Context: an optimization exercise on an open-source flow, tuned for small area, a short achievable clock period and few clock cycles per item. The choices shown serve that exercise and are no tape-out recipe. The RTL was checked by simulation tests, not by an equivalence proof against the original design. Power and IR drop assume default switching activity.

$ cat flow/design.v
`timescale 1ns / 1ps
package rsc_pkg;
  localparam logic OP_CONVERT = 1'b0;
  localparam logic OP_SET     = 1'b1;
endpackage
`timescale 1ns / 1ps
module rsc_split (
  input  logic [27:0] x,
  output logic [11:0] ys,
  output logic [11:0] yc
);
  wire rs0 = x[0] ^ x[11] ^ x[16];
  wire rc0 = (x[0] & x[11]) | (x[0] & x[16]) | (x[11] & x[16]);
  wire rs1 = x[1] ^ x[10] ^ x[11];
  wire rc1 = (x[1] & x[10]) | (x[1] & x[11]) | (x[10] & x[11]);
  wire rs2 = x[2] ^ x[11];
  wire rc2 = x[2] & x[11];
  wire rs3 = x[3] ^ x[14];
  wire rc3 = x[3] & x[14];
  wire rs4 = x[4] ^ x[11];
  wire rc4 = x[4] & x[11];
  wire rs5 = x[5] ^ x[14];
  wire rc5 = x[5] & x[14];
  wire rs6 = x[20] ^ x[26] ^ x[27];
  wire rc6 = (x[20] & x[26]) | (x[20] & x[27]) | (x[26] & x[27]);
  wire rs7 = rs0 ^ x[9];
  wire rn0 = ~x[9];
  wire rc7 = rs0 & rn0;
  wire rs8 = x[17] ^ rc0 ^ rs1;
  wire rc8 = (x[17] & rc0) | (x[17] & rs1) | (rc0 & rs1);
  wire rs9 = x[9] ^ x[12] ^ x[15];
  wire rc9 = (x[9] & x[12]) | (x[9] & x[15]) | (x[12] & x[15]);
  wire rs10 = x[19] ^ x[22];
  wire rc10 = x[19] | x[22];
  wire rs11 = x[18] ^ x[20] ^ x[27];
  wire rc11 = (x[18] & x[20]) | (x[18] & x[27]) | (x[20] & x[27]);
  wire rn1 = ~x[13];
  wire rs12 = rc1 ^ rs2 ^ rn1;
  wire rc12 = (rc1 & rs2) | (rc1 & rn1) | (rs2 & rn1);
  wire rs13 = x[16] ^ x[23] ^ x[24];
  wire rc13 = (x[16] & x[23]) | (x[16] & x[24]) | (x[23] & x[24]);
  wire rs14 = x[20] ^ x[26] ^ rc2;
  wire rc14 = (x[20] & x[26]) | (x[20] & rc2) | (x[26] & rc2);
  wire rn2 = ~rs3;
  wire rs15 = rn2 ^ x[10] ^ x[17];
  wire rc15 = (rn2 & x[10]) | (rn2 & x[17]) | (x[10] & x[17]);
  wire rs16 = x[19] ^ x[21] ^ x[25];
  wire rc16 = (x[19] & x[21]) | (x[19] & x[25]) | (x[21] & x[25]);
  wire rs17 = x[14] ^ rc3 ^ rs4;
  wire rc17 = (x[14] & rc3) | (x[14] & rs4) | (rc3 & rs4);
  wire rs18 = x[12] ^ x[15] ^ x[18];
  wire rc18 = (x[12] & x[15]) | (x[12] & x[18]) | (x[15] & x[18]);
  wire rs19 = x[19] ^ x[22] ^ x[27];
  wire rc19 = (x[19] & x[22]) | (x[19] & x[27]) | (x[22] & x[27]);
  wire rs20 = x[20] ^ rc4 ^ rs5;
  wire rc20 = (x[20] & rc4) | (x[20] & rs5) | (rc4 & rs5);
  wire rs21 = x[9] ^ x[13] ^ x[15];
  wire rc21 = (x[9] & x[13]) | (x[9] & x[15]) | (x[13] & x[15]);
  wire rs22 = x[19] ^ x[23] ^ x[24];
  wire rc22 = (x[19] & x[23]) | (x[19] & x[24]) | (x[23] & x[24]);
  wire rs23 = x[6] ^ x[12] ^ x[16];
  wire rc23 = (x[6] & x[12]) | (x[6] & x[16]) | (x[12] & x[16]);
  wire rn3 = ~x[10];
  wire rs24 = x[27] ^ rc5 ^ rn3;
  wire rc24 = (x[27] & rc5) | (x[27] & rn3) | (rc5 & rn3);
  wire rs25 = x[21] ^ x[25] ^ x[26];
  wire rc25 = (x[21] & x[25]) | (x[21] & x[26]) | (x[25] & x[26]);
  wire rs26 = x[7] ^ x[13] ^ x[14];
  wire rc26 = (x[7] & x[13]) | (x[7] & x[14]) | (x[13] & x[14]);
  wire rs27 = x[17] ^ x[24] ^ rn0;
  wire rc27 = (x[17] & x[24]) | (x[17] & rn0) | (x[24] & rn0);
  wire rs28 = x[19] ^ x[22];
  wire rc28 = x[19] | x[22];
  wire rs29 = x[8] ^ x[18] ^ x[20];
  wire rc29 = (x[8] & x[18]) | (x[8] & x[20]) | (x[18] & x[20]);
  wire rn4 = ~x[25];
  wire rs30 = rn4 ^ x[10] ^ x[15];
  wire rc30 = (rn4 & x[10]) | (rn4 & x[15]) | (x[10] & x[15]);
  wire rs31 = x[23] ^ x[26];
  wire rc31 = x[23] | x[26];
  wire rn5 = ~rs6;
  wire rs32 = rn5 ^ x[15] ^ x[19];
  wire rc32 = (rn5 & x[15]) | (rn5 & x[19]) | (x[15] & x[19]);
  wire rs33 = rc6 ^ rc7 ^ rs8;
  wire rc33 = (rc6 & rc7) | (rc6 & rs8) | (rc7 & rs8);
  wire rs34 = rs10 ^ x[25];
  wire rc34 = rs10 & rn4;
  wire rs35 = rc8 ^ rs11 ^ rs12;
  wire rc35 = (rc8 & rs11) | (rc8 & rs12) | (rs11 & rs12);
  wire rs36 = rc9 ^ rc10 ^ rs13;
  wire rc36 = (rc9 & rc10) | (rc9 & rs13) | (rc10 & rs13);
  wire rs37 = rc11 ^ rc12 ^ rs14;
  wire rc37 = (rc11 & rc12) | (rc11 & rs14) | (rc12 & rs14);
  wire rs38 = rc13 ^ rs15 ^ rs16;
  wire rc38 = (rc13 & rs15) | (rc13 & rs16) | (rs15 & rs16);
  wire rn6 = ~rc15;
  wire rs39 = rc14 ^ rs17 ^ rn6;
  wire rc39 = (rc14 & rs17) | (rc14 & rn6) | (rs17 & rn6);
  wire rs40 = rc16 ^ rs18 ^ rs19;
  wire rc40 = (rc16 & rs18) | (rc16 & rs19) | (rs18 & rs19);
  wire rn7 = ~rc18;
  wire rs41 = rc17 ^ rs20 ^ rn7;
  wire rc41 = (rc17 & rs20) | (rc17 & rn7) | (rs20 & rn7);
  wire rs42 = rc19 ^ rs21 ^ rs22;
  wire rc42 = (rc19 & rs21) | (rc19 & rs22) | (rs21 & rs22);
  wire rs43 = rc20 ^ rs23 ^ rs24;
  wire rc43 = (rc20 & rs23) | (rc20 & rs24) | (rs23 & rs24);
  wire rs44 = rc21 ^ rc22 ^ rs25;
  wire rc44 = (rc21 & rc22) | (rc21 & rs25) | (rc22 & rs25);
  wire rs45 = rc23 ^ rc24 ^ rs26;
  wire rc45 = (rc23 & rc24) | (rc23 & rs26) | (rc24 & rs26);
  wire rn8 = ~rc25;
  wire rs46 = rs27 ^ rs28 ^ rn8;
  wire rc46 = (rs27 & rs28) | (rs27 & rn8) | (rs28 & rn8);
  wire rs47 = rc26 ^ rc27 ^ rs29;
  wire rc47 = (rc26 & rc27) | (rc26 & rs29) | (rc27 & rs29);
  wire rn9 = ~rs31;
  wire rs48 = rn9 ^ rc28 ^ rs30;
  wire rc48 = (rn9 & rc28) | (rn9 & rs30) | (rc28 & rs30);
  wire rs49 = rc29 ^ rc30;
  wire rn10 = ~rc30;
  wire rc49 = rc29 & rn10;
  wire rs50 = x[21] ^ x[24];
  wire rc50 = x[21] | x[24];
  wire rn11 = ~rs33;
  wire rs51 = rn11 ^ rs9 ^ rc32;
  wire rc51 = (rn11 & rs9) | (rn11 & rc32) | (rs9 & rc32);
  wire rs52 = rc33 ^ rc34 ^ rs35;
  wire rc52 = (rc33 & rc34) | (rc33 & rs35) | (rc34 & rs35);
  wire rn12 = ~rc36;
  wire rs53 = rc35 ^ rs37 ^ rn12;
  wire rc53 = (rc35 & rs37) | (rc35 & rn12) | (rs37 & rn12);
  wire rn13 = ~rc38;
  wire rs54 = rc37 ^ rs39 ^ rn13;
  wire rc54 = (rc37 & rs39) | (rc37 & rn13) | (rs39 & rn13);
  wire rn14 = ~rc40;
  wire rs55 = rc39 ^ rs41 ^ rn14;
  wire rc55 = (rc39 & rs41) | (rc39 & rn14) | (rs41 & rn14);
  wire rn15 = ~rc42;
  wire rs56 = rc41 ^ rs43 ^ rn15;
  wire rc56 = (rc41 & rs43) | (rc41 & rn15) | (rs43 & rn15);
  wire rs57 = rc43 ^ rs45 ^ rs46;
  wire rc57 = (rc43 & rs45) | (rc43 & rs46) | (rs45 & rs46);
  wire rs58 = rc45 ^ rc46 ^ rs47;
  wire rc58 = (rc45 & rc46) | (rc45 & rs47) | (rc46 & rs47);
  wire rn16 = ~rc47;
  wire rs59 = rn16 ^ rc31 ^ rc48;
  wire rc59 = (rn16 & rc31) | (rn16 & rc48) | (rc31 & rc48);
  wire rs60 = rs50 ^ rs7;
  wire rn17 = ~rs7;
  wire rc60 = rs50 & rn17;
  wire rs61 = rs34 ^ rc50 ^ rs51;
  wire rc61 = (rs34 & rc50) | (rs34 & rs51) | (rc50 & rs51);
  wire rn18 = ~rs52;
  wire rs62 = rn18 ^ rs36 ^ rc51;
  wire rc62 = (rn18 & rs36) | (rn18 & rc51) | (rs36 & rc51);
  wire rn19 = ~rs38;
  wire rs63 = rc52 ^ rs53 ^ rn19;
  wire rc63 = (rc52 & rs53) | (rc52 & rn19) | (rs53 & rn19);
  wire rn20 = ~rs40;
  wire rs64 = rc53 ^ rs54 ^ rn20;
  wire rc64 = (rc53 & rs54) | (rc53 & rn20) | (rs54 & rn20);
  wire rn21 = ~rs42;
  wire rs65 = rc54 ^ rs55 ^ rn21;
  wire rc65 = (rc54 & rs55) | (rc54 & rn21) | (rs55 & rn21);
  wire rn22 = ~rs44;
  wire rs66 = rc55 ^ rs56 ^ rn22;
  wire rc66 = (rc55 & rs56) | (rc55 & rn22) | (rs56 & rn22);
  wire rn23 = ~rc44;
  wire rs67 = rc56 ^ rs57 ^ rn23;
  wire rc67 = (rc56 & rs57) | (rc56 & rn23) | (rs57 & rn23);
  wire rn24 = ~rs48;
  wire rs68 = rc57 ^ rs58 ^ rn24;
  wire rc68 = (rc57 & rs58) | (rc57 & rn24) | (rs58 & rn24);
  wire rn25 = ~rc58;
  wire rs69 = rn25 ^ rs49 ^ rs59;
  wire rc69 = (rn25 & rs49) | (rn25 & rs59) | (rs49 & rs59);
  wire rs70 = rc49 ^ rc59;
  wire rn26 = ~rc59;
  wire rc70 = rc49 & rn26;
  assign ys = {rc70, ~rc69, rc68, rc67, rc66, rc65, rc64, rc63, ~rc62, ~rc61, rc60, ~rs32};
  assign yc = {1'b0, ~rs70, ~rs69, rs68, rs67, rs66, rs65, rs64, rs63, ~rs62, ~rs61, ~rs60};
endmodule
module rsc_mod15 (
  input  logic [31:0] v,
  output logic [3:0]  na,
  output logic [3:0]  nb
);
  wire ms0 = v[2] ^ v[6] ^ v[10];
  wire mc0 = (v[2] & v[6]) | (v[2] & v[10]) | (v[6] & v[10]);
  wire ms1 = v[3] ^ v[7] ^ v[11];
  wire mc1 = (v[3] & v[7]) | (v[3] & v[11]) | (v[7] & v[11]);
  wire ms2 = v[15] ^ v[19] ^ v[23];
  wire mc2 = (v[15] & v[19]) | (v[15] & v[23]) | (v[19] & v[23]);
  wire ms3 = v[4] ^ v[8] ^ v[12];
  wire mc3 = (v[4] & v[8]) | (v[4] & v[12]) | (v[8] & v[12]);
  wire ms4 = v[16] ^ v[20] ^ v[24];
  wire mc4 = (v[16] & v[20]) | (v[16] & v[24]) | (v[20] & v[24]);
  wire ms5 = v[5] ^ v[9] ^ v[13];
  wire mc5 = (v[5] & v[9]) | (v[5] & v[13]) | (v[9] & v[13]);
  wire ms6 = v[17] ^ v[21] ^ v[25];
  wire mc6 = (v[17] & v[21]) | (v[17] & v[25]) | (v[21] & v[25]);
  wire ms7 = v[14] ^ v[18] ^ v[22];
  wire mc7 = (v[14] & v[18]) | (v[14] & v[22]) | (v[18] & v[22]);
  wire ms8 = v[26] ^ v[30] ^ ms0;
  wire mc8 = (v[26] & v[30]) | (v[26] & ms0) | (v[30] & ms0);
  wire ms9 = v[27] ^ v[31] ^ mc0;
  wire mc9 = (v[27] & v[31]) | (v[27] & mc0) | (v[31] & mc0);
  wire ms10 = v[28] ^ mc1 ^ mc2;
  wire mc10 = (v[28] & mc1) | (v[28] & mc2) | (mc1 & mc2);
  wire ms11 = v[29] ^ mc3 ^ mc4;
  wire mc11 = (v[29] & mc3) | (v[29] & mc4) | (mc3 & mc4);
  wire ms12 = mc5 ^ mc6 ^ ms7;
  wire mc12 = (mc5 & mc6) | (mc5 & ms7) | (mc6 & ms7);
  wire ms13 = ms1 ^ ms2 ^ mc7;
  wire mc13 = (ms1 & ms2) | (ms1 & mc7) | (ms2 & mc7);
  wire ms14 = ms3 ^ ms4 ^ mc9;
  wire mc14 = (ms3 & ms4) | (ms3 & mc9) | (ms4 & mc9);
  wire ms15 = ms5 ^ ms6 ^ mc10;
  wire mc15 = (ms5 & ms6) | (ms5 & mc10) | (ms6 & mc10);
  wire ms16 = ms8 ^ mc11 ^ ms12;
  wire mc16 = (ms8 & mc11) | (ms8 & ms12) | (mc11 & ms12);
  wire ms17 = mc8 ^ ms9 ^ mc12;
  wire mc17 = (mc8 & ms9) | (mc8 & mc12) | (ms9 & mc12);
  wire ms18 = ms10 ^ mc13 ^ ms14;
  wire mc18 = (ms10 & mc13) | (ms10 & ms14) | (mc13 & ms14);
  wire ms19 = ms11 ^ mc14 ^ ms15;
  wire mc19 = (ms11 & mc14) | (ms11 & ms15) | (mc14 & ms15);
  wire ms20 = mc15 ^ ms16 ^ mc19;
  wire mc20 = (mc15 & ms16) | (mc15 & mc19) | (ms16 & mc19);
  wire ms21 = ms13 ^ mc16 ^ ms17;
  wire mc21 = (ms13 & mc16) | (ms13 & ms17) | (mc16 & ms17);
  wire ms22 = mc17 ^ ms18 ^ mc21;
  wire mc22 = (mc17 & ms18) | (mc17 & mc21) | (ms18 & mc21);
  wire ms23 = mc18 ^ ms19 ^ mc22;
  wire mc23 = (mc18 & ms19) | (mc18 & mc22) | (ms19 & mc22);
  assign na = {ms23, ms22, mc20, ms20};
  assign nb = {1'b0, 1'b0, ms21, mc23};
endmodule
module rsc_mod15_fin (
  input  logic [3:0] na,
  input  logic [3:0] nb,
  output logic [3:0] n
);
  logic [4:0] s;
  logic [3:0] t;
  assign s = {1'b0, na} + {1'b0, nb};
  assign t = s[3:0] + {3'd0, s[4]};
  assign n = (t == 4'd15) ? 4'd0 : t;
endmodule
module rsc_tabs (
  input  logic [11:0] y,
  output logic [4:0]  kb
);
  logic [17:0] e;
  wire t1 = (y[11] | (y[10] | (y[9] | (y[8] | (y[7] & (y[6] & (y[5] & (y[4] | (y[3] | (y[2] | (y[1] | (y[0] & 1'b1))))))))))));
  wire t2 = (y[11] | (y[10] | (y[9] | (y[8] & (y[7] & (y[6] & (y[5] | (y[4] | (y[3] | (y[2] | (y[1] & (y[0] | 1'b1))))))))))));
  wire t3 = (y[11] | (y[10] | (y[9] & (y[8] | (y[7] & (y[6] | (y[5] & (y[4] | (y[3] | (y[2] | (y[1] & (y[0] & 1'b1))))))))))));
  wire t4 = (y[11] | (y[10] | (y[9] & (y[8] & (y[7] & (y[6] | (y[5] | (y[4] | (y[3] | (y[2] & (y[1] | (y[0] | 1'b1))))))))))));
  wire t5 = (y[11] | (y[10] & (y[9] | (y[8] | (y[7] | (y[6] & (y[5] & (y[4] | (y[3] | (y[2] & (y[1] | (y[0] & 1'b1))))))))))));
  wire t6 = (y[11] | (y[10] & (y[9] | (y[8] & (y[7] | (y[6] & (y[5] | (y[4] | (y[3] | (y[2] & (y[1] & (y[0] | 1'b1))))))))))));
  wire t7 = (y[11] | (y[10] & (y[9] & (y[8] | (y[7] | (y[6] | (y[5] & (y[4] | (y[3] | (y[2] & (y[1] & (y[0] & 1'b1))))))))))));
  wire t8 = (y[11] | (y[10] & (y[9] & (y[8] & (y[7] | (y[6] | (y[5] | (y[4] | (y[3] & (y[2] | (y[1] | (y[0] | 1'b1))))))))))));
  wire t9 = (y[11] | (y[10] & (y[9] & (y[8] & (y[7] & (y[6] & (y[5] & (y[4] | (y[3] & (y[2] | (y[1] | (y[0] & 1'b1))))))))))));
  wire t10 = (y[11] & (y[10] | (y[9] | (y[8] | (y[7] & (y[6] & (y[5] | (y[4] | (y[3] & (y[2] | (y[1] & (y[0] | 1'b1))))))))))));
  wire t11 = (y[11] & (y[10] | (y[9] | (y[8] & (y[7] & (y[6] | (y[5] & (y[4] | (y[3] & (y[2] | (y[1] & (y[0] & 1'b1))))))))))));
  wire t12 = (y[11] & (y[10] | (y[9] & (y[8] | (y[7] & (y[6] | (y[5] | (y[4] | (y[3] & (y[2] & (y[1] | (y[0] | 1'b1))))))))))));
  wire t13 = (y[11] & (y[10] | (y[9] & (y[8] & (y[7] | (y[6] & (y[5] & (y[4] | (y[3] & (y[2] & (y[1] | (y[0] & 1'b1))))))))))));
  wire t14 = (y[11] & (y[10] & (y[9] | (y[8] | (y[7] | (y[6] & (y[5] | (y[4] | (y[3] & (y[2] & (y[1] & (y[0] | 1'b1))))))))))));
  wire t15 = (y[11] & (y[10] & (y[9] | (y[8] & (y[7] | (y[6] | (y[5] & (y[4] | (y[3] & (y[2] & (y[1] & (y[0] & 1'b1))))))))))));
  wire t16 = (y[11] & (y[10] & (y[9] & (y[8] | (y[7] | (y[6] | (y[5] | (y[4] & (y[3] | (y[2] | (y[1] | (y[0] | 1'b1))))))))))));
  wire t17 = (y[11] & (y[10] & (y[9] & (y[8] | (y[7] & (y[6] & (y[5] & (y[4] & (y[3] | (y[2] | (y[1] | (y[0] & 1'b1))))))))))));
  assign e[0] = 1'b1 & ~t1;
  assign e[1] = t1 & ~t2;
  assign e[2] = t2 & ~t3;
  assign e[3] = t3 & ~t4;
  assign e[4] = t4 & ~t5;
  assign e[5] = t5 & ~t6;
  assign e[6] = t6 & ~t7;
  assign e[7] = t7 & ~t8;
  assign e[8] = t8 & ~t9;
  assign e[9] = t9 & ~t10;
  assign e[10] = t10 & ~t11;
  assign e[11] = t11 & ~t12;
  assign e[12] = t12 & ~t13;
  assign e[13] = t13 & ~t14;
  assign e[14] = t14 & ~t15;
  assign e[15] = t15 & ~t16;
  assign e[16] = t16 & ~t17;
  assign e[17] = t17;
  assign kb[0] = e[1] | e[3] | e[5] | e[7] | e[9] | e[11] | e[13] | e[15] | e[17];
  assign kb[1] = e[2] | e[3] | e[6] | e[7] | e[10] | e[11] | e[14] | e[15];
  assign kb[2] = e[4] | e[5] | e[6] | e[7] | e[12] | e[13] | e[14] | e[15];
  assign kb[3] = e[8] | e[9] | e[10] | e[11] | e[12] | e[13] | e[14] | e[15];
  assign kb[4] = e[16] | e[17];
endmodule
module rsc_hour (
  input  logic [4:0] kb,
  input  logic [2:0] d,
  output logic [4:0] hour
);
  logic [4:0] nine_d;
  logic [5:0] s;
  always_comb begin
    case (d)
      3'd0: nine_d = 5'd0;
      3'd1: nine_d = 5'd9;
      3'd2: nine_d = 5'd18;
      3'd3: nine_d = 5'd3;
      3'd4: nine_d = 5'd12;
      3'd5: nine_d = 5'd21;
      3'd6: nine_d = 5'd6;
      3'd7: nine_d = 5'd15;
      default: nine_d = 5'd0;
    endcase
    s = {1'b0, kb} + {1'b0, nine_d};
    hour = (s >= 6'd24) ? 5'(s - 6'd24) : s[4:0];
  end
endmodule
`timescale 1ns / 1ps
module rsc_date (
  input  logic [11:0] w,
  output logic [6:0]  r25
);
  assign r25 = 7'(w[0]) + {w[1], 1'b0} + {w[2], 2'b0} + {w[3], 3'b0} + {w[4], 4'b0}
             + 7'({3{w[5]}}) + {w[6], w[6], w[6], 1'b0} + 7'({2{w[7]}}) + {w[8], w[8], 1'b0}
             + {w[9], w[9], 2'b0} + {w[10], w[10], 3'b0} + {w[11], 1'b0, w[11], w[11], w[11]};
endmodule
module rsc_last_day (
  input  logic [3:0] year_lo,
  input  logic [6:0] r25,
  input  logic [3:0] month,
  input  logic [4:0] day,
  output logic       leap,
  output logic       last_day
);
  logic div25;
  always_comb begin
    div25 = (r25 == 7'd0) || (r25 == 7'd25) || (r25 == 7'd50) || (r25 == 7'd75)
         || (r25 == 7'd100);
    leap  = (year_lo[1:0] == 2'd0) && (!div25 || (year_lo[3:2] == 2'd0));
    case (month)
      4'd2:                    last_day = (day[4:2] == 3'b111) && (day[1:0] != 2'd0 || !leap);
      4'd4, 4'd6, 4'd9, 4'd11: last_day = (day[4:1] == 4'b1111);
      default:                 last_day = (day == 5'd31);
    endcase
  end
endmodule
`timescale 1ns / 1ps
module rtc_seconds_to_calendar (
  input  logic          clk,
  input  logic          rst,
  input  logic          cmd_valid,
  output logic          cmd_stall,
  input  logic [72:0]   cmd,
  output logic          res_valid,
  input  logic          res_stall,
  output logic [56:0]   res
);
  logic        p0_valid, p1_valid, p2_valid;
  logic        p0_op, p1_op, p2_op;
  logic [31:0] p0_d;
  logic [38:0] p1_d;
  logic [19:0] p2_d;
  logic [39:0] set_d;
  logic        hold;
  logic        set_busy;
  assign hold      = res_valid && res_stall;
  assign set_busy  = (p0_valid && p0_op == rsc_pkg::OP_SET) || (p1_valid && p1_op == rsc_pkg::OP_SET);
  assign cmd_stall = res_stall || (cmd[72] == rsc_pkg::OP_SET && set_busy);
  always_ff @(posedge clk) begin
    if (rst) begin
      p0_valid  <= 1'b0;
      p1_valid  <= 1'b0;
      p2_valid  <= 1'b0;
      res_valid <= 1'b0;
    end else if (!hold) begin
      p0_valid  <= cmd_valid && !cmd_stall;
      p1_valid  <= p0_valid;
      p2_valid  <= p1_valid;
      res_valid <= p2_valid;
    end
  end
  always_ff @(posedge clk) begin
    if (!hold) begin
      p0_op <= cmd[72];
      p0_d  <= cmd[71:40];
    end
    if (cmd_valid && !cmd_stall && cmd[72] == rsc_pkg::OP_SET) begin
      set_d <= cmd[39:0];
    end
  end
  logic [11:0] ys, yc;
  logic [3:0]  na, nb;
  rsc_split u_split (
    .x  (p0_d[31:4]),
    .ys (ys),
    .yc (yc)
  );
  rsc_mod15 u_mod15 (
    .v  (p0_d[31:0]),
    .na (na),
    .nb (nb)
  );
  always_ff @(posedge clk) begin
    if (!hold) begin
      p1_op <= p0_op;
      p1_d  <= {nb, na, yc, ys, p0_d[6:0]};
    end
  end
  logic [11:0] y;
  logic [2:0]  d;
  logic [3:0]  n;
  logic [4:0]  kb;
  assign y = p1_d[18:7] + p1_d[30:19];
  assign d = p1_d[6:4] - y[2:0];
  rsc_mod15_fin u_fin (
    .na (p1_d[34:31]),
    .nb (p1_d[38:35]),
    .n  (n)
  );
  rsc_tabs u_tabs (
    .y  (y),
    .kb (kb)
  );
  always_ff @(posedge clk) begin
    if (!hold) begin
      p2_op <= p1_op;
      p2_d  <= {kb, d, y[3:0], n, p1_d[3:0]};
    end
  end
  logic [4:0]  c_kb;
  logic [2:0]  c_d;
  logic [4:0]  c_hour;
  logic [5:0]  c_minute;
  logic [5:0]  c_second;
  logic        c_hour0;
  logic        c_hour23;
  logic [3:0]  c_n;
  logic [1:0]  c_v32;
  logic [3:0]  c_y;
  logic [5:0]  c_m17;
  assign c_v32    = p2_d[3:2];
  assign c_n      = p2_d[7:4];
  assign c_y      = p2_d[11:8];
  assign c_d      = p2_d[14:12];
  assign c_kb     = p2_d[19:15];
  assign c_hour0  = (c_hour == 5'd0);
  assign c_hour23 = (c_hour == 5'd23);
  assign c_second = {c_n, p2_d[1:0]};
  assign c_m17    = {c_n[1:0], c_n} - {c_v32, 2'b00, c_v32};
  assign c_minute = {c_m17[5:2] + c_kb[3:0] - c_y, c_m17[1:0]};
  rsc_hour u_hour (
    .kb   (c_kb),
    .d    (c_d),
    .hour (c_hour)
  );
  logic [13:0] year;
  logic [3:0]  month;
  logic [4:0]  day;
  logic        last23;
  logic        last_day;
  logic        is_set;
  logic        take;
  logic        live;
  logic        advance;
  logic [16:0] set_load;
  logic [4:0]  r_hour;
  logic [5:0]  r_minute;
  logic [5:0]  r_second;
  logic [16:0] r_load;
  assign is_set   = (p2_op == rsc_pkg::OP_SET);
  assign take     = p2_valid && !hold;
  assign live     = (year != 14'd0);
  assign advance  = live && last23 && last_day && c_hour0;
  always_comb begin
    case (month)
      4'd2:                    last_day = (day[4:2] == 3'b111) && (day[1:0] != 2'd0 || !leap);
      4'd4, 4'd6, 4'd9, 4'd11: last_day = (day[4:1] == 4'b1111);
      default:                 last_day = (day == 5'd31);
    endcase
  end
  assign set_load = (17'(set_d[16:12]) << 12) - (17'(set_d[16:12]) << 9) + (17'(set_d[16:12]) << 4)
                  + (17'(set_d[11:6]) << 6) - (17'(set_d[11:6]) << 2) + 17'(set_d[5:0]);
  logic [6:0]  r25_src;
  logic [6:0]  r25;
  logic        year_new;
  logic        leap;
  logic        set_leap;
  logic        cur_leap;
  logic [6:0]  r25_set;
  logic [6:0]  r25_cur;
  rsc_date u_r25_set (
    .w   (set_d[39:28]),
    .r25 (r25_set)
  );
  rsc_date u_r25_cur (
    .w   (year[13:2]),
    .r25 (r25_cur)
  );
  assign r25_src = (p1_valid && p1_op == rsc_pkg::OP_SET) ? r25_set : r25_cur;
  rsc_last_day u_set_leap (
    .year_lo  (set_d[29:26]),
    .r25      (r25),
    .month    (set_d[25:22]),
    .day      (set_d[21:17]),
    .leap     (set_leap),
    .last_day ()
  );
  rsc_last_day u_cur_leap (
    .year_lo  (year[3:0]),
    .r25      (r25),
    .month    (month),
    .day      (day),
    .leap     (cur_leap),
    .last_day ()
  );
  always_ff @(posedge clk) begin
    if (!hold) begin
      r25 <= r25_src;
      if (p2_valid && is_set) leap <= set_leap;
      else if (!year_new) leap <= cur_leap;
    end
  end
  always_ff @(posedge clk) begin
    if (!hold) year_new <= take && (is_set || advance);
  end
  always_ff @(posedge clk) begin
    if (rst) begin
      year   <= '0;
      month  <= '0;
      day    <= '0;
      last23 <= 1'b0;
    end else if (take) begin
      if (is_set) begin
        year  <= set_d[39:26];
        month <= set_d[25:22];
        day   <= set_d[21:17];
      end else begin
        if (advance) begin
          day <= 5'd1;
          if (month[3] && month[2]) begin
            month <= 4'd1;
            year  <= year + 14'd1;
          end else begin
            month <= month + 4'd1;
          end
        end else if (live && last23 && c_hour0) begin
          day <= day + 5'd1;
        end
        if (live) last23 <= c_hour23;
      end
    end
  end
  always_ff @(posedge clk) begin
    if (!hold) begin
      if (is_set) begin
        r_hour   <= set_d[16:12];
        r_minute <= set_d[11:6];
        r_second <= set_d[5:0];
        r_load   <= set_load;
      end else begin
        r_hour   <= c_hour;
        r_minute <= c_minute;
        r_second <= c_second;
        r_load   <= '0;
      end
    end
  end
  assign res = {year, month, day, r_hour, r_minute, r_second, r_load};
endmodule
$ cat flow/config.mk
export PLATFORM = sky130hd
export DESIGN_NAME = rtc_seconds_to_calendar
export DESIGN_NICKNAME = rtc_seconds_to_calendar
export VERILOG_FILES = /design/flow/design.v
export SDC_FILE = /design/flow/constraint.sdc
export NUM_CORES = 4
export LEC_CHECK = 0
export ABC_CLOCK_PERIOD_IN_PS = 3000
export CAP_MARGIN = 20
export CORE_MARGIN = 2
export CORE_UTILIZATION = 40
export CTS_CLUSTER_DIAMETER = 100
export CTS_CLUSTER_SIZE = 28
export PLACE_DENSITY = 0.6
export SETUP_SLACK_MARGIN = 3.8
export SLEW_MARGIN = 20
$ cat flow/flow/run.sh
#!/bin/bash
# The standard layout (standard.sh), with the input and output port buffers made from
# sky130_fd_sc_hd__buf_1 instead of the cell buffer_ports picks by default.
set -euo pipefail
export BUFFER_PORTS_ARGS="-buffer_cell sky130_fd_sc_hd__buf_1"
bash standard.sh > standard.log 2>&1
$ cat flow/standard.sh
#!/bin/bash
# synth_recipe.tcl (not shown) runs the flow's synth.tcl, then flattens the netlist and writes it again
# the make line also repeats each setting of config.mk as NAME=value (left out here)
make -C /OpenROAD-flow-scripts/flow DESIGN_CONFIG=/design/flow/config.mk WORK_HOME=/design/flow/orfs CLKGATE_MAP_FILE= SYNTH_SCRIPT=/design/flow/synth_recipe.tcl "${@:-finish}"
$ cat flow/constraint.sdc
create_clock -name core_clock -period 7.5 [get_ports {clk}]
set_input_delay 1.5000 -clock core_clock [delete_from_list [all_inputs] [get_ports {clk}]]
set_output_delay 1.5000 -clock core_clock [all_outputs]
set_load 0.01 [all_outputs]
==> results of run 1 <==
cell type report:
cell class	count	share of cell area, %
Timing Repair inverter	1	0.107
Timing Repair Buffer	142	3.69
Clock inverter	4	0.322
Sequential cell	207	38.9
Tap cell	448	3.70
Clock buffer	15	2.33
Multi-Input combinational cell	727	46.0
Inverter	194	4.98
sequential cells by signal, summed over array words and instances (netlist names), 4 cells and up:
name and cells:
r_hour 5, p0_d 32, day 5, p1_d 36
year 14, u_hour.nine_d 5, r25 7, r_second 6
month 4, r_load 17, set_d 40, r_minute 6
p2_d 20
stage by stage:
| stage | hold slack, ns | setup WS [ns] | instance area (sq um) | utilization, % | instances |
|---|---|---|---|---|---|
| floorplan | 0.400 | 3.88 | 13700 | - | 1150 |
| global placement | 0.404 | 2.92 | 14700 | 43.6 | 1713 |
| detailed placement | 0.406 | 2.89 | 14700 | 43.6 | 1713 |
| CTS | 0.426 | 3.81 | 15100 | 44.9 | 1733 |
| global route | 0.430 | 3.73 | 15200 | 45.1 | 1738 |
| finish | 0.424 | 3.91 | 15200 | 45.1 | 1738 |
repair_timing:
action	CTS	global route
setup endpoints to repair	14	10
cloned	1	0
gates resized for setup	3	10
setup buffers	0	5
power by group:
part           internal [W]  switching [W]  total, W
registers           0.00159       0.000113   0.00170
logic               0.00130        0.00182   0.00311
clock network      0.000350       0.000402  0.000752
total               0.00324        0.00233   0.00557
cell usage in the layout, fill, tap and decap left out, types with 16 or more instances in the layout:
cell type	instances
a31oi_1	16
ha_1	103
xnor2_1	28
xor2_1	20
nor2_1	57
a21o_1	16
fa_1	120
nand3_1	22
buf_1	135
a21oi_1	52
nand2_1	60
edfxtp_1	174
o21ai_0	37
dfxtp_1	27
inv_1	191
cell families after synthesis:
logic type / Yosys count
AO/OA/AOI/OAI: 201
XOR/XNOR: 52
flip-flops: 207
buffers and inverters: 216
adder cells (fa/ha/maj): 223
multiplexers: 26
AND/OR/NAND/NOR: 225
synth_stat cells, types with 5 or more instances:
| cell type | n |
|---|---|
| nor3_1 | 10 |
| nand3_1 | 22 |
| and3_1 | 8 |
| a31oi_1 | 16 |
| a22oi_1 | 7 |
| nor2b_1 | 10 |
| dfxtp_1 | 33 |
| clkbuf_1 | 13 |
| mux2i_1 | 15 |
| xnor2_1 | 28 |
| nand2_1 | 60 |
| nor4_1 | 6 |
| o2111ai_1 | 5 |
| a211oi_1 | 7 |
| mux2_2 | 11 |
| nor3b_1 | 5 |
| a221oi_1 | 7 |
| inv_1 | 191 |
| and2_1 | 10 |
| a21oi_1 | 53 |
| fa_1 | 120 |
| nor2_1 | 58 |
| a32oi_1 | 8 |
| edfxtp_1 | 174 |
| nand2b_1 | 7 |
| ha_1 | 103 |
| xor2_1 | 20 |
| a21o_1 | 16 |
| o21ai_0 | 37 |
| o41ai_1 | 5 |
| o31ai_1 | 5 |
critical path, cell delays in order:
cell and delay, ns:
buf_1 0.12, a21oi_1 0.27, inv_1 0.06, buf_1 0.13
per-layer routing:
layer | vias up | part of all wire [%]
li1 | 4244 | -
met1 | 4161 | 46
met2 | 226 | 47
met3 | 36 | 4.6
met4 | 0 | 2.0
met5 | - | 0
worst min path at each step:
stage,from,depth (start not counted),to
CTS,p0_d[0]$_DFFE_PN_,0,p1_d[0]$_DFFE_PN_
global placement,p1_d[1]$_DFFE_PN_,0,p2_d[1]$_DFFE_PN_
finish,p0_d[0]$_DFFE_PN_,0,p1_d[0]$_DFFE_PN_
detailed placement,p0_d[0]$_DFFE_PN_,0,p1_d[0]$_DFFE_PN_
global route,p0_d[1]$_DFFE_PN_,0,p1_d[1]$_DFFE_PN_
floorplan,p0_d[0]$_DFFE_PN_,0,p1_d[0]$_DFFE_PN_
==> flow_summary.toml, run 1 <==
[logic_synthesis]
synth.largest_area_cell = "edfxtp_1"
yosys.area_share.simple_pct = 8.30
ys_seq_elements = 207
synth-async-reset-ratio_pct = 0
yosys_warnings = 3
ys_types = 76
syn_area_sq_um = 13700
synth_top_area_share_pct = 38.3
ys.flop_type = "edfxtp_1"
synth_area_leaders = "edfxtp_1, fa_1, ha_1"
syn-num-nets = 1450
synth_seq_area_share_pct = 43.1
synth_top_family_by_area = "adder cells"
yosys.area_share.adder_pct = 27.0
synth.area.mux_share_pct = 2.01
synth_edf_count = 174
synth-compound-area-share_pct = 9.98
syn_inst = 1150
synth_xor_area_share_pct = 3.55
syn_area_per_cell_sq_um = 11.9

[sta]
min_period_ns = 3.59
tightest_slew_ns = 1.05
final_max_slew_viol_count = 0
tns_ns = 0
finalClockSkew_ns = 0.0220
slew_headroom_pct = 29.8
max_freq_mhz = 279
period_share_pct = 47.8
finalHoldViolCount = 0
report.final.setup_viol = 0
rsz0062_at_grt = "yes"

[pwr]
peakVddDrop_mv = 0.244
power.density_nw_per_um2 = 367
p_leak_nw = 6.30
finalPower_w = 0.00557

[floorplan]
coreArea_sq_um = 33600
rows = 67
die_y_um = 189
start_util_pct = 40.6
dieArea_sq_um = 35600
io_pins = 136
die_width_um = 189

[flow_run]
drv_cap = 0

[critical_path]
critPathMaxFanout = 3
crit_arrival_ns = 2.09
critPathKind = "input port to primary output"
cp.required_ns = 6.00
rr_startpoint = "p0_d[6]$_DFFE_PN_"
r2r_slack_ns = 3.94
worstSetupStartpoint = "cmd[72]"
rr_endpoint = "p1_d[34]$_DFFE_PN_"
reg2regPathDepth = 8
end_kind = "primary output"
start_kind = "input port"
crit_end = "cmd_stall"

[grt]
antenna_found_initial = 0
busiest_layer = "met2"
grt_overflow = 0
met3_usage_pct = 2.07
gr-usage-met1_pct = 21.9
grt_pass1_wl_um = 45200
grt_use_met2_pct = 26.2
grt_max_degree = 71
grt_pass1_vias = 8767
track_usage_pct = 15.7

[finish]
drive_gt1_share_pct = 5.97
final_nets = 1585
n_antenna_cell = 0
multiInputGateArea_sq_um = 6970
fillCellCount = 3148
areaGrowthSynthToFinish_pct = 11.0
regArea_sq_um = 5890

[cts]
cts_tree = "done"
clk_pin_slew_ns = 0.08
cts_buffer_depth = 3
ctsHtreeMaxLevel = 1
cts_root_buf = "clkbuf_16"
numCtsBuffers = 12
worstSkewPairLatency_ns = 0.49
cts_sinks = 207
hold_buffers = 0

[route]
drt_iter0_markers = 505
num_vias = 8667
wl_per_cell_um = 15.6
wirelength_um = 27100
drtPass1Iterations = 5
viasPerCell = 4.99
drc = 0
ant_nets = 0

[status]
status = "timing/DRC/antenna clean"

[placed_design]
hpwl_um = 20700
portBuffers = 135
gp_congestion = 0.842

[min_path]
hp-class = "flip-flop to flip-flop"
Testbench counts, summed over its fixed seeds: cycles 32,174, items 32,000.
==> run 2, diff against run 1 <==
--- a/flow/config.mk
+++ b/flow/config.mk
@@ -14,3 +14,4 @@
 export PLACE_DENSITY = 0.6
-export SETUP_SLACK_MARGIN = 3.8
+export SETUP_SLACK_MARGIN = 4.0
 export SLEW_MARGIN = 20
+export TNS_END_PERCENT = 20
==> run 2 against run 1 <==
Still clean on timing, DRC and antenna. Routed wire length grew 3.2%. Synthesized cell count did not move. Register-to-register slack improved by 0.13 ns. Cell count up 0.98%. Total power grew 0.90%. Combinational power about the same. Cell area rose by 1.6%. Clock-buffer cell count stayed put. Flip-flop and latch count stayed put. Global-route usage is essentially flat. Critical path type unchanged.
==> flow_summary.toml, run 2 <==
[critical_path]
cp.required_ns = 6.00
critPathMaxFanout = 3
end_kind = "primary output"
cpMaxStageDelayCell = "a21oi_4"
critPathKind = "input port to primary output"
crit_arrival_ns = 1.98
cp_slowest_stage_delay_ns = 0.15
start_kind = "input port"
cp_top_family = "buffers and inverters"
crit_chain = "buf_4 -> a21oi_4 -> inv_1 -> buf_2"
path_buf_inv = 3

[pwr]
p_switching_w = 0.00234
p_seq_share_pct = 30.3
finalPower_w = 0.00562
p_leak_nw = 6.40
p_int_w = 0.00328
swShare_pct = 41.6
peakVddDrop_mv = 0.291
power.density_nw_per_um2 = 365
pwr-share-comb_pct = 55.6
clkPwrFrac_pct = 14.0

[finish]
final_cell_mix = "inv_1, edfxtp_1, buf_1"
final_nets = 1601
largest_reg_flops = 40
final_common_cell = "inv_1"
regMostFlops = "set_d"
reg_top3 = "set_d x40, p1_d x36, p0_d x32"
n_antenna_cell = 0
drive_gt1_share_pct = 8.65
fillCellCount = 3117
areaGrowthSynthToFinish_pct = 12.8

[logic_synthesis]
synth_area_leaders = "edfxtp_1, fa_1, ha_1"
ys_types = 76
synth_seq_area_share_pct = 43.1
syn_inst = 1150
ys_seq_elements = 207
yosysMostFrequentCell = "inv_1"
synth.largest_area_cell = "edfxtp_1"
synth_common_cells = "inv_1, edfxtp_1, fa_1, ha_1, nand2_1"
synth_edf_count = 174
synth-async-reset-ratio_pct = 0
ys.flop_type = "edfxtp_1"
synth_top_area_share_pct = 38.3
yosys_warnings = 3
syn_area_sq_um = 13700
syn-num-nets = 1450
syn_area_per_cell_sq_um = 11.9

[floorplan]
die_y_um = 189
coreArea_sq_um = 33600
start_util_pct = 40.6
io_pins = 136
die_width_um = 189
rows = 67
dieArea_sq_um = 35600

[sta]
final_max_slew_viol_count = 0
rsz0062_at_grt = "yes"
tightest_slew_ns = 1.05
finalHoldViolCount = 0
tns_ns = 0
period_share_pct = 46.4
setup_ws_ns = 4.02
min_period_ns = 3.48
finalClockSkew_ns = 0.0385
report.final.setup_viol = 0
slew_headroom_pct = 30.3
max_freq_mhz = 287

[route]
viasPerCell = 4.99
drtPass1Iterations = 5
drc = 0
num_vias = 8756
ant_nets = 0
wirelength_um = 28000
drt_iter0_markers = 521
wl_per_cell_um = 16.0

[min_path]
hp-class = "flip-flop to flip-flop"

[cts]
cts_sinks = 207
clk_pin_slew_ns = 0.08
ctsHtreeMaxLevel = 1
numCtsBuffers = 12
worstSkewPairLatency_ns = 0.49
cts_root_buf = "clkbuf_16"
cts_buffer_depth = 3
cts_tree = "done"

[placed_design]
portBuffers = 135
dp_slack_ns = 2.83
gp_congestion = 0.858
hpwl_um = 20800

[grt]
grt_overflow = 0
grt_pass1_vias = 8753
track_usage_pct = 15.7
grt_pass1_wl_um = 45100
grt_max_degree = 71
antenna_found_initial = 0

[flow_run]
drv_cap = 0

[status]
status = "timing/DRC/antenna clean"
run 2: cell counts after synthesis:
Identical to the previous run, type by type.
run 2: routing by layer:
metal / track usage, % / wire length (um) / part of all wire [%] / up-vias
li1: - / - / - / 4283
met1: 21.5 / 12700 / 45 / 4252
met2: 26.6 / 13600 / 49 / 188
met3: 2.09 / 1140 / 4.1 / 33
met4: 3.31 / 494 / 1.8 / 0
met5: 0 / 0 / 0 / -
run 2: through the flow:
| stage | cell area [sq um] | hold WS (ns) | instances | util (%) |
|---|---|---|---|---|
| 2_1_floorplan | 13700 | 0.400 | 1150 | - |
| 3_5_place_dp | 14700 | 0.406 | 1713 | 43.6 |
| 6_report | 15400 | 0.426 | 1755 | 45.8 |
| 3_3_place_gp | 14700 | 0.404 | 1713 | 43.6 |
| 4_1_cts | 15100 | 0.426 | 1734 | 45.0 |
| 5_1_grt | 15400 | 0.436 | 1755 | 45.8 |
run 2: cells by family (layout without fill, tap and decap cells):
kind of cell             Yosys count  count (layout)  synth area share, %
XOR/XNOR                          52              52                 3.55
AO/OA/AOI/OAI                    201             201                 9.98
AND/OR/NAND/NOR                  225             225                 8.30
flip-flops                       207             207                 43.1
multiplexers                      26              26                 2.01
adder cells (fa/ha/maj)          223             223                 27.0
buffers and inverters            216             373                 6.05
run 2: power groups by stage:
stage / clock network (W) / registers, W / logic (W)
finish: 0.000787 / 0.00170 / 0.00313
global route: 0.000852 / 0.00173 / 0.00354
CTS: 0.000813 / 0.00171 / 0.00310
detailed placement: 0 / 0.00174 / 0.00308
global placement: 0 / 0.00174 / 0.00304
floorplan: 0 / 0.00172 / 0.00244
run 2: path summary, 6_finish.rpt:
check,startpoint,to,slack (ns),cells after the start
setup / recovery,res_stall,cmd_stall,4.02,4
hold / removal,p1_d[0]$_DFFE_PN_,p2_d[0]$_DFFE_PN_,0.43,0
setup reg to reg,set_d[34]$_DFFE_PP_,r25[6]$_DFFE_PN_,4.07,11
hold reg to reg,p1_d[0]$_DFFE_PN_,p2_d[0]$_DFFE_PN_,0.43,0
run 2: layout make-up:
| type | instances | area, sq um | share of cell area [%] |
|---|---|---|---|
| Clock inverter | 5 | 72.6 | 0.471 |
| Sequential cell | 207 | 5910 | 38.4 |
| Clock buffer | 15 | 354 | 2.30 |
| Multi-Input combinational cell | 727 | 7040 | 45.7 |
| Inverter | 194 | 754 | 4.90 |
| Tap cell | 448 | 561 | 3.64 |
| Timing Repair inverter | 1 | 16.3 | 0.106 |
| Timing Repair Buffer | 158 | 696 | 4.52 |
run 2: what timing repair did:
action	4_1_cts	5_1_grt
buffers inserted	0	21
gates cloned	1	0
setup endpoints to repair	19	21
hold buffers	0	0
pin swaps	0	11
gates resized for setup	4	49
==> run 3, diff against run 2 <==
--- a/flow/config.mk
+++ b/flow/config.mk
@@ -16,2 +16 @@
 export SLEW_MARGIN = 20
-export TNS_END_PERCENT = 20
==> run 3 against run 2 <==
Utilization about the same. Synthesized area unchanged. Synthesized cell count stayed put. Worst hold slack stayed put. Setup slack gained 0.016 ns. Clock skew shrank 0.0022 ns. Global-route usage up 0.097 points. Combinational power barely moved. Critical endpoint unchanged. Highest routed layer unchanged.
==> flow_summary.toml, run 3 <==
[sta]
finalClockSkew_ns = 0.0363
report.final.setup_viol = 0
period_share_pct = 46.2
tns_ns = 0
slew_headroom_pct = 30.9
finalHoldViolCount = 0
tightest_slew_ns = 1.04
min_period_ns = 3.46
final_max_slew_viol_count = 0
max_freq_mhz = 289
rsz0062_at_grt = "yes"

[logic_synthesis]
syn_inst = 1150
synth_edf_count = 174
syn_area_per_cell_sq_um = 11.9
synth.largest_area_cell = "edfxtp_1"
synth_seq_area_share_pct = 43.1
ys_seq_elements = 207
synth-async-reset-ratio_pct = 0
yosysMostFrequentCell = "inv_1"
yosys_warnings = 3
syn_area_sq_um = 13700
ys.flop_type = "edfxtp_1"
synth_area_leaders = "edfxtp_1, fa_1, ha_1"
synth_top_area_share_pct = 38.3
syn-num-nets = 1450
synth_common_cells = "inv_1, edfxtp_1, fa_1, ha_1, nand2_1"
ys_types = 76

[placed_design]
dp_cells = 1713
gp_congestion = 0.858
portBuffers = 135
hpwl_um = 20800

[critical_path]
worstSetupStartpoint = "cmd[72]"
critPathKind = "input port to primary output"
crit_arrival_ns = 1.96
end_kind = "primary output"
cp.required_ns = 6.00
critPathMaxFanout = 3
start_kind = "input port"
rr_startpoint = "p0_d[5]$_DFFE_PN_"

[finish]
drive_gt1_share_pct = 8.72
final_cell_mix = "inv_1, edfxtp_1, buf_1"
largest_reg_flops = 40
instances_no_fill = 1756
final_common_cell = "inv_1"
regMostFlops = "set_d"
n_antenna_cell = 0
areaGrowthSynthToFinish_pct = 12.9
final_nets = 1602
reg_top3 = "set_d x40, p1_d x36, p0_d x32"

[route]
num_vias = 8729
wl_per_cell_um = 15.9
drc = 0
viasPerCell = 4.97
ant_nets = 0
wirelength_um = 27900
drt_iter0_markers = 549
drtPass1Iterations = 5

[floorplan]
die_width_um = 189
die_y_um = 189
rows = 67
dieArea_sq_um = 35600
io_pins = 136
start_util_pct = 40.6
coreArea_sq_um = 33600

[status]
status = "timing/DRC/antenna clean"

[grt]
antenna_found_initial = 0
grt_pass1_vias = 8782
grt_pass1_wl_um = 45300
grt_overflow = 0
grt_max_degree = 71
track_usage_pct = 15.8

[cts]
cts_sinks = 207
worstSkewPairLatency_ns = 0.49
cts_buffer_depth = 3
clk_pin_slew_ns = 0.08
cts_root_buf = "clkbuf_16"
cts_tree = "done"
numCtsBuffers = 12
ctsHtreeMaxLevel = 1

[min_path]
worstHoldStart = "p1_d[0]$_DFFE_PN_"
hp-class = "flip-flop to flip-flop"

[pwr]
peakVddDrop_mv = 0.291
finalPower_w = 0.00563
power.density_nw_per_um2 = 365
p_leak_nw = 6.41

[flow_run]
drv_cap = 0
## run 3: worst paths after layout
path | end | slack (ns) | cells after the start
min | p2_d[0]$_DFFE_PN_ | 0.43 | 0
max reg2reg | p1_d[21]$_DFFE_PN_ | 4.07 | 8
max | cmd_stall | 4.04 | 4
min reg2reg | p2_d[0]$_DFFE_PN_ | 0.43 | 0
## run 3: area by class of cell
class	count	area (sq um)
clock inverter	5	72.6
timing repair inverter	1	16.3
fill	3123	18200
multi-input combinational	727	7040
clock buffer	15	354
inverter	194	754
timing repair buffer	159	703
sequential	207	5910
tap	448	561
## run 3: logic make-up after synthesis
kind of cell	after synthesis	synth area share, %
xor gates and xnor gates	52	3.55
muxes	26	2.01
AOI/OAI and AO/OA	201	9.98
and+or+nand+nor	225	8.30
buffers and inverters	216	6.05
DFF	207	43.1
adders and majority gates	223	27.0
## run 3: repair_timing
item	in CTS	in global routing
hold buffers	0	0
buffers inserted	4	18
cloned	1	0
pin swaps	2	8
setup endpoints to repair	19	23
gates resized for setup	20	31
## run 3: per-stage QoR
step / utilization, % / hold slack, ns / cell area [sq um] / setup WS [ns]
after detailed placement: 43.6 / 0.406 / 14700 / 2.83
after global routing: 45.9 / 0.436 / 15400 / 3.94
after floorplan: - / 0.400 / 13700 / 4.03
after CTS: 45.2 / 0.426 / 15200 / 4.00
final: 45.9 / 0.426 / 15400 / 4.04
after global placement: 43.6 / 0.404 / 14700 / 2.93
## run 3: routing by layer
layer	up-vias	global-route usage, %	routed length (um)
li1	4274	-	-
met1	4215	21.6	12700
met2	208	26.9	13500
met3	32	2.07	1170
met4	0	3.31	503
met5	-	0	0
## run 3: critical path: stages
cell	delay, ns
buf_6	0.11
a21oi_4	0.16
inv_1	0.05
buf_2	0.13
## run 3: power by group
group / switching [W] / internal (W) / leakage [nW]
sequential: 0.000116 / 0.00159 / 2.09
clock: 0.000403 / 0.000386 / 0.211
combinational: 0.00182 / 0.00131 / 4.11
total: 0.00234 / 0.00329 / 6.41
==> run 4, diff against run 3 <==
--- a/flow/config.mk
+++ b/flow/config.mk
@@ -13,2 +13,4 @@
 export CTS_CLUSTER_SIZE = 28
+export GPL_ROUTABILITY_DRIVEN = 0
+export GPL_TIMING_DRIVEN = 0
 export PLACE_DENSITY = 0.6
==> run 4 against run 3 <==
Synthesized cell count is the same. Critical path type unchanged. Die area is the same. Sequential power is essentially flat. Cell count grew 1.5%. Sequential share of layout area shrank 0.49 points.
==> flow_summary.toml, run 4 <==
[status]
status = "timing/DRC/antenna clean"

[sta]
slew_headroom_pct = 35.6
report.final.setup_viol = 0
period_share_pct = 46.2
tns_ns = 0
max_freq_mhz = 289
min_period_ns = 3.46
setup_ws_ns = 4.04
finalHoldViolCount = 0
final_max_slew_viol_count = 0
finalClockSkew_ns = 0.0239
rsz0062_at_grt = "yes"
tightest_slew_ns = 0.966

[logic_synthesis]
synth_top_area_share_pct = 38.3
syn_area_per_cell_sq_um = 11.9
synth.largest_area_cell = "edfxtp_1"
syn-num-nets = 1450
ys.flop_type = "edfxtp_1"
syn_inst = 1150
yosys_warnings = 3
ys_types = 76
yosysMostFrequentCell = "inv_1"
synth_edf_count = 174
ys_seq_elements = 207
synth_seq_area_share_pct = 43.1
synth_area_leaders = "edfxtp_1, fa_1, ha_1"
synth-async-reset-ratio_pct = 0
synth_common_cells = "inv_1, edfxtp_1, fa_1, ha_1, nand2_1"
syn_area_sq_um = 13700

[floorplan]
die_y_um = 189
start_util_pct = 40.6
dieArea_sq_um = 35600
die_width_um = 189
io_pins = 136
rows = 67
coreArea_sq_um = 33600

[cts]
hold_buffers = 0
numCtsBuffers = 14
cts_sinks = 207
cts_tree = "done"
ctsHtreeMaxLevel = 1
worstSkewPairLatency_ns = 0.50
clk_pin_slew_ns = 0.08
cts_root_buf = "clkbuf_16"
cts_buffer_depth = 3

[finish]
largest_reg_flops = 40
drive_gt1_share_pct = 9.44
final_cell_mix = "inv_1, edfxtp_1, buf_1"
regMostFlops = "set_d"
n_antenna_cell = 0
final_common_cell = "inv_1"
reg_top3 = "set_d x40, p1_d x36, p0_d x32"
final_nets = 1627
areaGrowthSynthToFinish_pct = 14.2

[min_path]
min_delay_path_depth = 0
worstHoldStart = "p0_d[0]$_DFFE_PN_"
whs_endpoint = "p1_d[0]$_DFFE_PN_"
hp-class = "flip-flop to flip-flop"

[grt]
grt_overflow = 0
busiest_layer = "met2"
grt_max_degree = 141
grt_pass1_vias = 8964
met3_usage_pct = 2.48
grt_pass1_wl_um = 45900
gr-usage-met1_pct = 21.2
track_usage_pct = 16.1
antenna_found_initial = 0
grt_use_met2_pct = 27.7

[critical_path]
critPathMaxFanout = 3
cp_slowest_stage_delay_ns = 0.14
reg2regPathDepth = 11
cpMaxStageDelayCell = "buf_4"
cp.required_ns = 6.00
end_kind = "primary output"
crit_chain = "buf_4 -> a21oi_4 -> inv_1 -> buf_2"
rr_startpoint = "set_d[33]$_DFFE_PP_"
r2r_slack_ns = 4.07
crit_arrival_ns = 1.96
critPathKind = "input port to primary output"
start_kind = "input port"
rr_endpoint = "r25[6]$_DFFE_PN_"

[flow_run]
drv_cap = 0

[route]
ant_nets = 0
wirelength_um = 28800
drtPass1Iterations = 6
viasPerCell = 5.01
num_vias = 8928
drt_iter0_markers = 456
wl_per_cell_um = 16.2
drc = 0

[placed_design]
portBuffers = 134
hpwl_um = 21700
dp_slack_ns = 3.33

[pwr]
peakVddDrop_mv = 0.242
power.density_nw_per_um2 = 367
p_leak_nw = 6.49
## run 4: per-stage QoR
stage	util, %	area, sq um	total power, W	hold slack [ns]	cells
2_1_floorplan	-	13700	0.00416	0.400	1150
3_3_place_gp	43.8	14700	0.00479	0.404	1732
3_5_place_dp	43.9	14800	0.00485	0.407	1733
4_1_cts	45.6	15300	0.00573	0.426	1763
5_1_grt	46.4	15600	0.00624	0.442	1783
6_report	46.4	15600	0.00572	0.424	1783
## run 4: layout make-up
class / instances / area (sq um)
Fill cell: 3104 / 18000
Timing Repair Buffer: 160 / 724
Multi-Input combinational cell: 727 / 7040
Sequential cell: 207 / 5900
Clock buffer: 16 / 379
Buffer: 22 / 101
Inverter: 194 / 758
Clock inverter: 8 / 120
Tap cell: 448 / 561
Timing Repair inverter: 1 / 11.3
## run 4: layer usage
| layer | vias to the layer above | routed length (um) |
|---|---|---|
| met2 | 187 | 13700 |
| li1 | 4336 | - |
| met4 | 0 | 792 |
| met5 | - | 0 |
| met3 | 42 | 1370 |
| met1 | 4363 | 13000 |
## run 4: worst max-delay path, delay by kind of cell
family,cells,cell delay [ns]
buffers and inverters,3,0.35
AOI/OAI and AO/OA,1,0.12
## run 4: report_power, final
part	switching, W	total [W]	internal [W]
sequential	0.000118	0.00171	0.00159
combinational	0.00183	0.00315	0.00132
clock	0.000442	0.000864	0.000422
## run 4: worst max-delay path by stage
| stage | startpoint | to | slack, ns | depth (start not counted) |
|---|---|---|---|---|
| final | cmd[72] | cmd_stall | 4.04 | 4 |
| after global routing | set_d[33]$_DFFE_PP_ | r25[6]$_DFFE_PN_ | 3.88 | 11 |
| after CTS | year[11]$_SDFFE_PP0P_ | r25[6]$_DFFE_PN_ | 3.87 | 14 |
| after detailed placement | res_stall | year[4]$_SDFFE_PP0P_ | 3.33 | 10 |
| after global placement | res_stall | year[2]$_SDFFE_PP0P_ | 3.38 | 9 |
| after floorplan | year[10]$_SDFFE_PP0P_ | r25[6]$_DFFE_PN_ | 4.03 | 14 |
## run 4: timing repair
action                                  4_1_cts  5_1_grt
endpoints found under the setup margin       17       22
gates resized for setup                      10       34
pin swaps                                     1       16
gates cloned                                  0        1
buffers inserted                              6       19
## run 4: cells by family after synthesis
group	Yosys count	synth area share (%)
and+or+nand+nor	225	8.30
adders and majority gates	223	27.0
buffers and inverters	216	6.05
DFF	207	43.1
AOI/OAI and AO/OA	201	9.98
xor gates and xnor gates	52	3.55
muxes	26	2.01

==> what the ideal ports hide <==
The results above use ideal ports. As a check the final layouts listed here were re-extracted and re-timed, cells and wires unchanged.
Step 1 assumes that a clkbuf_16 drives the clock port and a buf_2 every other input.
Step 2 also shifts input and output timing later by t, the mid clock arrival at the registers, as if the neighbouring blocks saw the same clock.
Three values: ideal, step 1, step 2; two values: the first two.
run	shift t [ns]	setup WS [ns]	hold WS [ns]	worst setup path at the end	slew at the worst register clock pin (ns)
run 1	0.528	3.912 / 3.882 / 3.527	0.424 / 0.424 / 0.424	input to register	0.11 / 0.11
run 2	0.528	4.022 / 3.979 / 3.938	0.426 / 0.426 / 0.426	input to register	0.11 / 0.11
run 3	0.531	4.038 / 4.005 / 3.960	0.426 / 0.426 / 0.426	input to register	0.12 / 0.12
run 4	0.542	4.036 / 4.013 / 3.787	0.424 / 0.424 / 0.424	input to register	0.10 / 0.10
After both steps every run listed still meets setup and hold. The setup slack of run 1, which loses most, moves by -0.030 ns with the drivers and by -0.385 ns with both steps.
